This is an optimization exercise on Yosys and OpenROAD, whose aim is small area and a short achievable clock period, not a production implementation.
At most, simulation tests tie the RTL to the original design; equivalence was not proved.
The clock port is modelled as an ideal driver; clocking choices that lean on that would not hold on a real chip.
Power and IR drop assume default switching activity.

==> module or_tree, before the edit <==
module or_tree (
    input  logic                    clk,
    input  logic                    rst_n,
    input  logic                    alloc_valid,
    input  or_tree_pkg::alloc_req_t alloc_req,
    input  logic                    free_valid,
    input  or_tree_pkg::free_req_t  free_req,
    output logic                    alloc_rsp_valid,
    output or_tree_pkg::alloc_rsp_t alloc_rsp,
    output logic                    free_rsp_valid,
    output or_tree_pkg::free_rsp_t  free_rsp,
    output logic                    at_update_valid,
    output or_tree_pkg::at_update_t at_update
);
    function automatic or_tree_pkg::level_bits_t level_full(logic [7:0] l);
        level_full = {|l,
                      (|l[3:0]) & (|l[7:4]),
                      (|l[1:0]) & (|l[3:2]) & (|l[5:4]) & (|l[7:6]),
                      &l};
    endfunction
    logic                    s1_alloc_valid;
    logic                    s1_free_valid;
    or_tree_pkg::req_id_t    s1_id;
    logic [1:0]              s1_hi;
    logic [31:0]             s1_lo;
    or_tree_pkg::req_size_e  s1_size;
    or_tree_pkg::page_ofs_t  s1_ofs;
    logic                    s2_alloc_valid;
    logic                    s2_free_valid;
    or_tree_pkg::req_id_t    s2_id;
    or_tree_pkg::tree_idx_t  s2_block;
    or_tree_pkg::page_ofs_t  s2_ofs;
    logic [7:0]              s2_leaves;
    logic [7:0]              rd_data;
    or_tree_pkg::page_ofs_t  pick_ofs;
    logic                    pick_fail;
    logic [7:0]              pick_take;
    logic [3:0]              s2_size_oh;
    or_tree_pkg::level_bits_t alloc_levels;
    or_tree_pkg::level_bits_t free_levels;
    logic                    chk_fail;
    logic [7:0]              chk_kept;
    logic [7:0]              new_leaves;
    or_tree_pkg::tree_idx_t  in_block;
    or_tree_pkg::tree_idx_t  s1_block;
    logic                    upd_ok;
    logic [7:0]              wr_hi;
    logic [7:0]              wr_lo;
    logic [7:0]              wr_data;
    always_ff @(posedge clk) begin
        s1_alloc_valid <= rst_n && alloc_valid;
        s1_free_valid  <= rst_n && free_valid;
        s2_alloc_valid <= rst_n && s1_alloc_valid;
        s2_free_valid  <= rst_n && s1_free_valid;
    end
    assign in_block = free_valid ? free_req.page[6+2:3] : alloc_req.block;
    always_comb begin
        s1_block = '0;
        s1_block[3] = s1_hi[1];
        for (int i = 0; i < 32; i++) begin
            if (s1_lo[i]) s1_block = s1_block | {2'(i / 8), 1'b0, 3'(i)};
        end
    end
    always_ff @(posedge clk) begin
        if (free_valid) begin
            s1_id    <= free_req.id;
            s1_size  <= free_req.size;
        end else begin
            s1_id    <= alloc_req.id;
            s1_size  <= alloc_req.size;
        end
        s1_hi[0] <= !in_block[3];
        s1_hi[1] <= in_block[3];
        for (int i = 0; i < 32; i++) begin
            s1_lo[i] <= {in_block[5:4], in_block[2:0]} == 5'(i);
        end
        s1_ofs    <= free_req.page[2:0];
        s2_id     <= s1_id;
        s2_block  <= s1_block;
        for (int k = 0; k < 4; k++) s2_size_oh[k] <= s1_size == 2'(k);
        s2_ofs    <= s1_ofs;
        s2_leaves <= rd_data;
    end
    tree_ram u_ram (
        .clk      (clk),
        .rd_hi    (s1_hi),
        .rd_lo    (s1_lo),
        .rd_data  (rd_data),
        .wr_hi    (wr_hi),
        .wr_lo    (wr_lo),
        .wr_data  (wr_data)
    );
    alloc_pick u_pick (
        .size_oh    (s2_size_oh),
        .leaves     (s2_leaves),
        .offset     (pick_ofs),
        .fail       (pick_fail),
        .take       (pick_take)
    );
    free_check u_check (
        .size_oh    (s2_size_oh),
        .offset     (s2_ofs),
        .leaves     (s2_leaves),
        .fail       (chk_fail),
        .kept       (chk_kept)
    );
    assign new_leaves = s2_free_valid ? chk_kept : s2_leaves | pick_take;
    assign upd_ok     = s2_alloc_valid || (s2_free_valid && !chk_fail);
    function automatic logic at_most_one4(logic [3:0] x);
        at_most_one4 = !(((x[0] | x[1]) & (x[2] | x[3])) | (x[0] & x[1]) | (x[2] & x[3]));
    endfunction
    function automatic or_tree_pkg::level_bits_t alloc_level_full(logic [3:0] sz,
                                                                  logic [7:0] l);
        logic [3:0] u2, f2;    
        logic [1:0] u4, f4;    
        logic       e2_le1;    
        logic       z_le1;     
        logic       lo_full;   
        for (int j = 0; j < 4; j++) begin
            u2[j] = l[2*j] | l[2*j+1];
            f2[j] = l[2*j] & l[2*j+1];
        end
        for (int k = 0; k < 2; k++) begin
            u4[k] = |l[4*k +: 4];
            f4[k] = &l[4*k +: 4];
        end
        e2_le1 = at_most_one4(~u2);
        z_le1  = at_most_one4(~l[3:0]) & at_most_one4(~l[7:4]) & (&l[3:0] | &l[7:4]);
        lo_full = (u2[1] | f2[0]) & (u2[2] | (f2[0] & f2[1])) & (u2[3] | (f2[0] & f2[1] & f2[2]));
        alloc_level_full[3] = 1'b1;
        alloc_level_full[2] = (sz[0] & (~|l | (u4[0] & u4[1]))) |
                              (sz[1] & (u4[0] | u4[1])) |
                              (sz[2] & (u4[1] | (u2[0] & u2[1]))) |
                              (sz[3] & (u4[1] | f4[0]));
        alloc_level_full[1] = (sz[0] & (~|l | &u2)) |
                              (sz[1] & (~u4[0] | (u2[0] & u2[1])) & ((u4[0] & ~u4[1]) | (u2[2] & u2[3]))) |
                              (sz[2] & e2_le1) |
                              (sz[3] & e2_le1 & lo_full);
        alloc_level_full[0] = (sz[0] & (~|l | &l)) |
                              (sz[1] & (~u4[0] | f4[0]) & ((u4[0] & ~u4[1]) | f4[1])) |
                              (sz[2] & (l == 8'hff || l == 8'hfc || l == 8'hf3 ||
                                        l == 8'hcf || l == 8'h3f)) |
                              (sz[3] & z_le1);
    endfunction
    always_comb begin
        alloc_levels    = alloc_level_full(s2_size_oh, s2_leaves);
        free_levels     = level_full(chk_kept);
        free_levels[0]  = 1'b0;
    end
    always_ff @(posedge clk) begin
        alloc_rsp_valid <= rst_n && s2_alloc_valid;
        free_rsp_valid  <= rst_n && s2_free_valid;
        at_update_valid <= rst_n && upd_ok;
        for (int i = 0; i < 8; i++) begin
            wr_hi[i] <= !rst_n || (upd_ok && s2_block[5:3] == 3'(i));
            wr_lo[i] <= !rst_n || s2_block[2:0] == 3'(i);
        end
    end
    always_ff @(posedge clk) begin
        alloc_rsp.id     <= s2_id;
        alloc_rsp.page   <= pick_fail ? '0 : {s2_block, pick_ofs};
        alloc_rsp.fail   <= pick_fail;
        alloc_rsp.reason <= pick_fail ? or_tree_pkg::reason_no_space : or_tree_pkg::reason_none;
        free_rsp.id      <= s2_id;
        free_rsp.fail    <= chk_fail;
        free_rsp.reason  <= chk_fail ? or_tree_pkg::reason_not_allocated : or_tree_pkg::reason_none;
        at_update.row    <= s2_block[6-1 -: 3];
        at_update.col    <= s2_block[3-1:0];
        at_update.levels <= s2_free_valid ? free_levels : alloc_levels;
        wr_data          <= rst_n ? new_leaves : 8'h00;
    end
endmodule
export LEC_CHECK = 0
export CAP_MARGIN = 20
export CORE_MARGIN = 2
export CORE_UTILIZATION = 60
export SETUP_SLACK_MARGIN = 3
export SLEW_MARGIN = 20
create_clock -name core_clock -period 5.0 [get_ports {clk}]
standard.sh (not shown) runs the stock make flow with config.mk's settings and CLKGATE_MAP_FILE= SYNTH_SCRIPT=/design/flow/synth_recipe.tcl, a recipe that flattens the netlist after the stock synthesis.
==> flow/flow/run.sh <==
#!/bin/bash
# Layout flow: the standard layout (standard.sh), with these changes.
# 0. The port buffers that global placement inserts are buf_2 cells.
# 1. TritonCTS clusters up to 25 sinks per leaf buffer (clkbuf_16 only), so the tree has
#    fewer, fuller leaf buffers.
set -euo pipefail
R=orfs/results/${FLOW_PLATFORM}/or_tree/base
export BUFFER_PORTS_ARGS="-buffer_cell sky130_fd_sc_hd__buf_2"
export CTS_ARGS="-sink_clustering_enable -repair_clock_nets -sink_clustering_size 25 -sink_clustering_max_diameter 100 -buf_list sky130_fd_sc_hd__clkbuf_16"
bash standard.sh cts > log_standard_to_cts.txt 2>&1
IN_ODB=$R/4_cts.odb OUT_ODB=$R/4_cts.odb openroad -no_init -exit flow/fixclk.tcl > log_fixclk.txt 2>&1
bash standard.sh finish > log_standard_finish.txt 2>&1
==> flow/flow/fixclk.tcl <==
read_db $::env(IN_ODB)
set block [ord::get_db_block]
set port_net [[$block findBTerm clk] getNet]
set root ""
foreach it [$port_net getITerms] { set root [$it getInst] }
set rname [$root getName]
set out_net ""
foreach it [$root getITerms] { if {[$it isOutputSignal]} { set out_net [$it getNet] } }
set loads {}
foreach it [$out_net getITerms] { if {[$it getInst] != $root} { lappend loads $it } }
puts "root $rname ([[$root getMaster] getName]) drives [llength $loads] pins"
if {[llength $loads] > 4} { error "root drives too many pins" }
foreach it $loads { $it disconnect; $it connect $port_net }
odb::dbInst_destroy $root
odb::dbNet_destroy $out_net
write_db $::env(OUT_ODB)
Change:
--- a/flow/design.v
+++ b/flow/design.v
@@ -288,8 +288,10 @@
         logic [1:0] u4, f4;    
         logic       e2_le1;    
         logic       z_le1;     
         logic       lo_full;   
+        logic       none;      
+        logic       none_lo;   
         for (int j = 0; j < 4; j++) begin
             u2[j] = l[2*j] | l[2*j+1];
             f2[j] = l[2*j] & l[2*j+1];
         end
@@ -299,19 +301,21 @@
         end
         e2_le1 = at_most_one4(~u2);
         z_le1  = at_most_one4(~l[3:0]) & at_most_one4(~l[7:4]) & (&l[3:0] | &l[7:4]);
         lo_full = (u2[1] | f2[0]) & (u2[2] | (f2[0] & f2[1])) & (u2[3] | (f2[0] & f2[1] & f2[2]));
+        none_lo = !(l[0] | l[2] | l[1] | l[3]);
+        none    = !(l[0] | l[4] | l[2] | l[6] | l[1] | l[5] | l[3] | l[7]);
         alloc_level_full[3] = 1'b1;
-        alloc_level_full[2] = (sz[0] & (~|l | (u4[0] & u4[1]))) |
+        alloc_level_full[2] = (sz[0] & (none | (u4[0] & u4[1]))) |
                               (sz[1] & (u4[0] | u4[1])) |
                               (sz[2] & (u4[1] | (u2[0] & u2[1]))) |
                               (sz[3] & (u4[1] | f4[0]));
-        alloc_level_full[1] = (sz[0] & (~|l | &u2)) |
-                              (sz[1] & (~u4[0] | (u2[0] & u2[1])) & ((u4[0] & ~u4[1]) | (u2[2] & u2[3]))) |
+        alloc_level_full[1] = (sz[0] & (none | &u2)) |
+                              (sz[1] & (none_lo | (u2[0] & u2[1])) & ((u4[0] & ~u4[1]) | (u2[2] & u2[3]))) |
                               (sz[2] & e2_le1) |
                               (sz[3] & e2_le1 & lo_full);
-        alloc_level_full[0] = (sz[0] & (~|l | &l)) |
-                              (sz[1] & (~u4[0] | f4[0]) & ((u4[0] & ~u4[1]) | f4[1])) |
+        alloc_level_full[0] = (sz[0] & (none | &l)) |
+                              (sz[1] & (none_lo | f4[0]) & ((u4[0] & ~u4[1]) | f4[1])) |
                               (sz[2] & (l == 8'hff || l == 8'hfc || l == 8'hf3 ||
                                         l == 8'hcf || l == 8'h3f)) |
                               (sz[3] & z_le1);
     endfunction
=>
- die area barely changes
- clock-buffer cell count stays the same
- final area is lower by 1.1%
- worst setup slack is better by 130 ps
- global-route usage is lower by 0.16 points
- area after synthesis hardly moves
- clock skew is higher by 17 ps
- total power is about the same
- via count is lower by 1.9%
- final cell count is lower by 0.49%
- wire length is lower by 1.4%
- utilization is lower by 0.59 points
- critical path depth is lower by 4
- worst hold slack is about the same
Only the layout flow was run in the first run of this note; the RTL was not checked for function there.

---

or_tree, a different RTL version from the one above (not shown whole).
For scale: roughly 1400 cells after synthesis, ~620 flip-flops, roughly 67 I/O pins, roughly 23000 sq um of cells after synthesis.
Settings: LEC_CHECK=0, CAP_MARGIN=20, CORE_MARGIN=2, CORE_UTILIZATION=60, SETUP_SLACK_MARGIN=3, SLEW_MARGIN=20; clock period 5.0 ns.
==> flow/flow/run.sh <==
#!/bin/bash
# Layout flow: the standard layout (standard.sh), with these changes.
# 0. The port buffers that global placement inserts are buf_2 cells.
# 1. TritonCTS clusters up to 30 sinks per leaf buffer (clkbuf_16 only), so the tree has
#    fewer, fuller leaf buffers.
set -euo pipefail
R=orfs/results/${FLOW_PLATFORM}/or_tree/base
export BUFFER_PORTS_ARGS="-buffer_cell sky130_fd_sc_hd__buf_2"
export CTS_ARGS="-sink_clustering_enable -repair_clock_nets -sink_clustering_size 30 -sink_clustering_max_diameter 100 -buf_list sky130_fd_sc_hd__clkbuf_16"
bash standard.sh cts > log_standard_to_cts.txt 2>&1
IN_ODB=$R/4_cts.odb OUT_ODB=$R/4_cts.odb openroad -no_init -exit flow/fixclk.tcl > log_fixclk.txt 2>&1
bash standard.sh finish > log_standard_finish.txt 2>&1
Scripts as last shown in full above: flow/flow/fixclk.tcl
Next try:
--- a/flow/design.v
+++ b/flow/design.v
@@ -50,22 +50,19 @@
             2'd0:    ones = 8'hff;
             2'd1:    ones = 8'h0f;
             2'd2:    ones = 8'h03;
             default: ones = 8'h01;
         endcase
         leaf_mask = ones << offset;
     endfunction
     function automatic logic is_aligned(req_size_e size, page_ofs_t offset);
-        case (size)
-            2'd0:    is_aligned = offset == 3'd0;
-            2'd1:    is_aligned = offset[1:0] == 2'd0;
-            2'd2:    is_aligned = !offset[0];
-            default: is_aligned = 1'b1;
-        endcase
+        logic [2:0] low;
+        low = 3'((4'd8 >> size) - 4'd1);
+        is_aligned = (offset & low) == 3'd0;
     endfunction
 endpackage
 `default_nettype wire
 `timescale 1ns/1ns
 `default_nettype none
 module tree_ram (
     input  logic                   clk,
     input  logic [3:0]             rd_hi,
@@ -147,30 +144,25 @@
                     (size_oh[2] && (first2[1] || first2[3]));
         offset[0] = size_oh[3] && (first1[1] || first1[3] || first1[5] || first1[7]);
     end
 endmodule
 `default_nettype wire
 `timescale 1ns/1ns
 `default_nettype none
 module free_check (
-    input  logic [3:0]             size_oh,    
+    input  or_tree_pkg::req_size_e size,
     input  or_tree_pkg::page_ofs_t offset,
     input  logic [7:0]             leaves,
     output logic                   fail,
     output logic [7:0]             kept    
 );
     logic [7:0] mask;
-    logic [7:0] ones;
-    logic       aligned;
-    assign ones = {{4{size_oh[0]}}, {2{size_oh[0] | size_oh[1]}}, !size_oh[3], 1'b1};
-    assign mask = ones << offset;
-    assign aligned = (size_oh[0] && offset == 3'd0) || (size_oh[1] && offset[1:0] == 2'd0) ||
-                     (size_oh[2] && !offset[0]) || size_oh[3];
-    assign fail = !aligned || !(&(leaves | ~mask));
+    assign mask = or_tree_pkg::leaf_mask(size, offset);
+    assign fail = !or_tree_pkg::is_aligned(size, offset) || (leaves & mask) != mask;
     assign kept = leaves & ~mask;
 endmodule
 `default_nettype wire
 `timescale 1ns/1ns
 `default_nettype none
 module or_tree (
     input  logic                    clk,
     input  logic                    rst_n,
@@ -197,16 +189,17 @@
     logic [3:0]              s1_hi;
     logic [15:0]             s1_lo;
     or_tree_pkg::req_size_e  s1_size;
     or_tree_pkg::page_ofs_t  s1_ofs;
     logic                    s2_alloc_valid;
     logic                    s2_free_valid;
     or_tree_pkg::req_id_t    s2_id;
     or_tree_pkg::tree_idx_t  s2_block;
+    or_tree_pkg::req_size_e  s2_size;
     or_tree_pkg::page_ofs_t  s2_ofs;
     logic [7:0]              s2_leaves;
     logic [7:0]              rd_data;
     or_tree_pkg::page_ofs_t  pick_ofs;
     logic                    pick_fail;
     logic [7:0]              pick_take;
     logic [3:0]              s2_size_oh;
     or_tree_pkg::level_bits_t alloc_levels;
@@ -248,47 +241,51 @@
             s1_hi[i] <= in_block[4:3] == 2'(i);
         end
         for (int i = 0; i < 16; i++) begin
             s1_lo[i] <= {in_block[5], in_block[2:0]} == 4'(i);
         end
         s1_ofs    <= free_req.page[2:0];
         s2_id     <= s1_id;
         s2_block  <= s1_block;
-        for (int k = 0; k < 4; k++) s2_size_oh[k] <= s1_size == 2'(k);
+        s2_size   <= s1_size;
         s2_ofs    <= s1_ofs;
         s2_leaves <= rd_data;
     end
     tree_ram u_ram (
         .clk      (clk),
         .rd_hi    (s1_hi),
         .rd_lo    (s1_lo),
         .rd_data  (rd_data),
         .wr_hi    (wr_hi),
         .wr_lo    (wr_lo),
         .wr_data  (wr_data)
     );
+    always_comb begin
+        for (int k = 0; k < 4; k++) s2_size_oh[k] = s2_size == 2'(k);
+    end
     alloc_pick u_pick (
         .size_oh    (s2_size_oh),
         .leaves     (s2_leaves),
         .offset     (pick_ofs),
         .fail       (pick_fail),
         .take       (pick_take)
     );
     free_check u_check (
-        .size_oh    (s2_size_oh),
+        .size       (s2_size),
         .offset     (s2_ofs),
         .leaves     (s2_leaves),
         .fail       (chk_fail),
         .kept       (chk_kept)
     );
     assign new_leaves = s2_free_valid ? chk_kept : s2_leaves | pick_take;
     assign upd_ok     = s2_alloc_valid || (s2_free_valid && !chk_fail);
     function automatic logic at_most_one4(logic [3:0] x);
-        at_most_one4 = !(((x[0] | x[1]) & (x[2] | x[3])) | (x[0] & x[1]) | (x[2] & x[3]));
+        at_most_one4 = !((x[0] & x[1]) | (x[0] & x[2]) | (x[0] & x[3]) |
+                         (x[1] & x[2]) | (x[1] & x[3]) | (x[2] & x[3]));
     endfunction
     function automatic or_tree_pkg::level_bits_t alloc_level_full(logic [3:0] sz,
                                                                   logic [7:0] l);
         logic [3:0] u2, f2;    
         logic [1:0] u4, f4;    
         logic       e2_le1;    
         logic       z_le1;     
         logic       lo_full;   
@@ -309,18 +306,18 @@
                               (sz[2] & (u4[1] | (u2[0] & u2[1]))) |
                               (sz[3] & (u4[1] | f4[0]));
         alloc_level_full[1] = (sz[0] & (~|l | &u2)) |
                               (sz[1] & (~u4[0] | (u2[0] & u2[1])) & ((u4[0] & ~u4[1]) | (u2[2] & u2[3]))) |
                               (sz[2] & e2_le1) |
                               (sz[3] & e2_le1 & lo_full);
         alloc_level_full[0] = (sz[0] & (~|l | &l)) |
                               (sz[1] & (~u4[0] | f4[0]) & ((u4[0] & ~u4[1]) | f4[1])) |
-                              (sz[2] & (l == 8'hff || l == 8'hfc || l == 8'hf3 ||
-                                        l == 8'hcf || l == 8'h3f)) |
+                              (sz[2] & at_most_one4(~f2) & ((f2[0] | ~u2[0]) & (f2[1] | ~u2[1]) &
+                                                              (f2[2] | ~u2[2]) & (f2[3] | ~u2[3]))) |
                               (sz[3] & z_le1);
     endfunction
     always_comb begin
         alloc_levels    = alloc_level_full(s2_size_oh, s2_leaves);
         free_levels     = level_full(chk_kept);
         free_levels[0]  = 1'b0;
     end
     always_ff @(posedge clk) begin
After rerunning: Non-clock buffer count increases by 2. Total power barely changes. Global-route usage is about the same. Critical path depth stays the same. Via count goes up by 0.92%. Synthesized cell count is about the same. Clock skew grows by 0.0067 ns. Cell area climbs by 0.93%. Count of clock-buffer cells in the layout is unchanged. Wire length stays flat.
No functional check of the RTL was part of any run of this note.

==> static timing again, ports no longer ideal <==
No port has a modelled driver above. Below, the same layouts with a new extraction and two added sets of constraints.
Step 1 sets driving cells, clkbuf_16 on the clock port and buf_2 on the other inputs (assumed; they add their load-dependent delay and slew).
Step 2 adds t to the input delays and takes it off the output delays; t is the mean of the earliest and latest rising clock arrival at the registers after step 1. Input paths then give back, and output paths get back, about the clock's delay inside the block.
a / b / c = ideal ports / drivers / drivers and shift; a / b = the first two.
run | t (ns) | setup slack, ns | hold WS [ns] | clock arrival spread, ns
the first run of note 1 | 0.557 | 2.893 / 2.893 / 2.693 | 0.332 / 0.332 / 0.332 | 0.026 / 0.025
the second run of note 1 | 0.556 | 3.018 / 2.998 / 2.639 | 0.331 / 0.331 / 0.331 | 0.043 / 0.043
the first run of note 2 | 0.522 | 2.989 / 2.989 / 2.629 | 0.333 / 0.333 / 0.333 | 0.027 / 0.027
the second run of note 2 | 0.524 | 2.984 / 2.984 / 2.889 | 0.332 / 0.332 / 0.332 | 0.031 / 0.031
After both steps setup and hold are still met in every run listed. For the second run of note 1, which loses most, drivers alone change the setup slack by -0.020 ns; drivers and shift together by -0.379 ns.
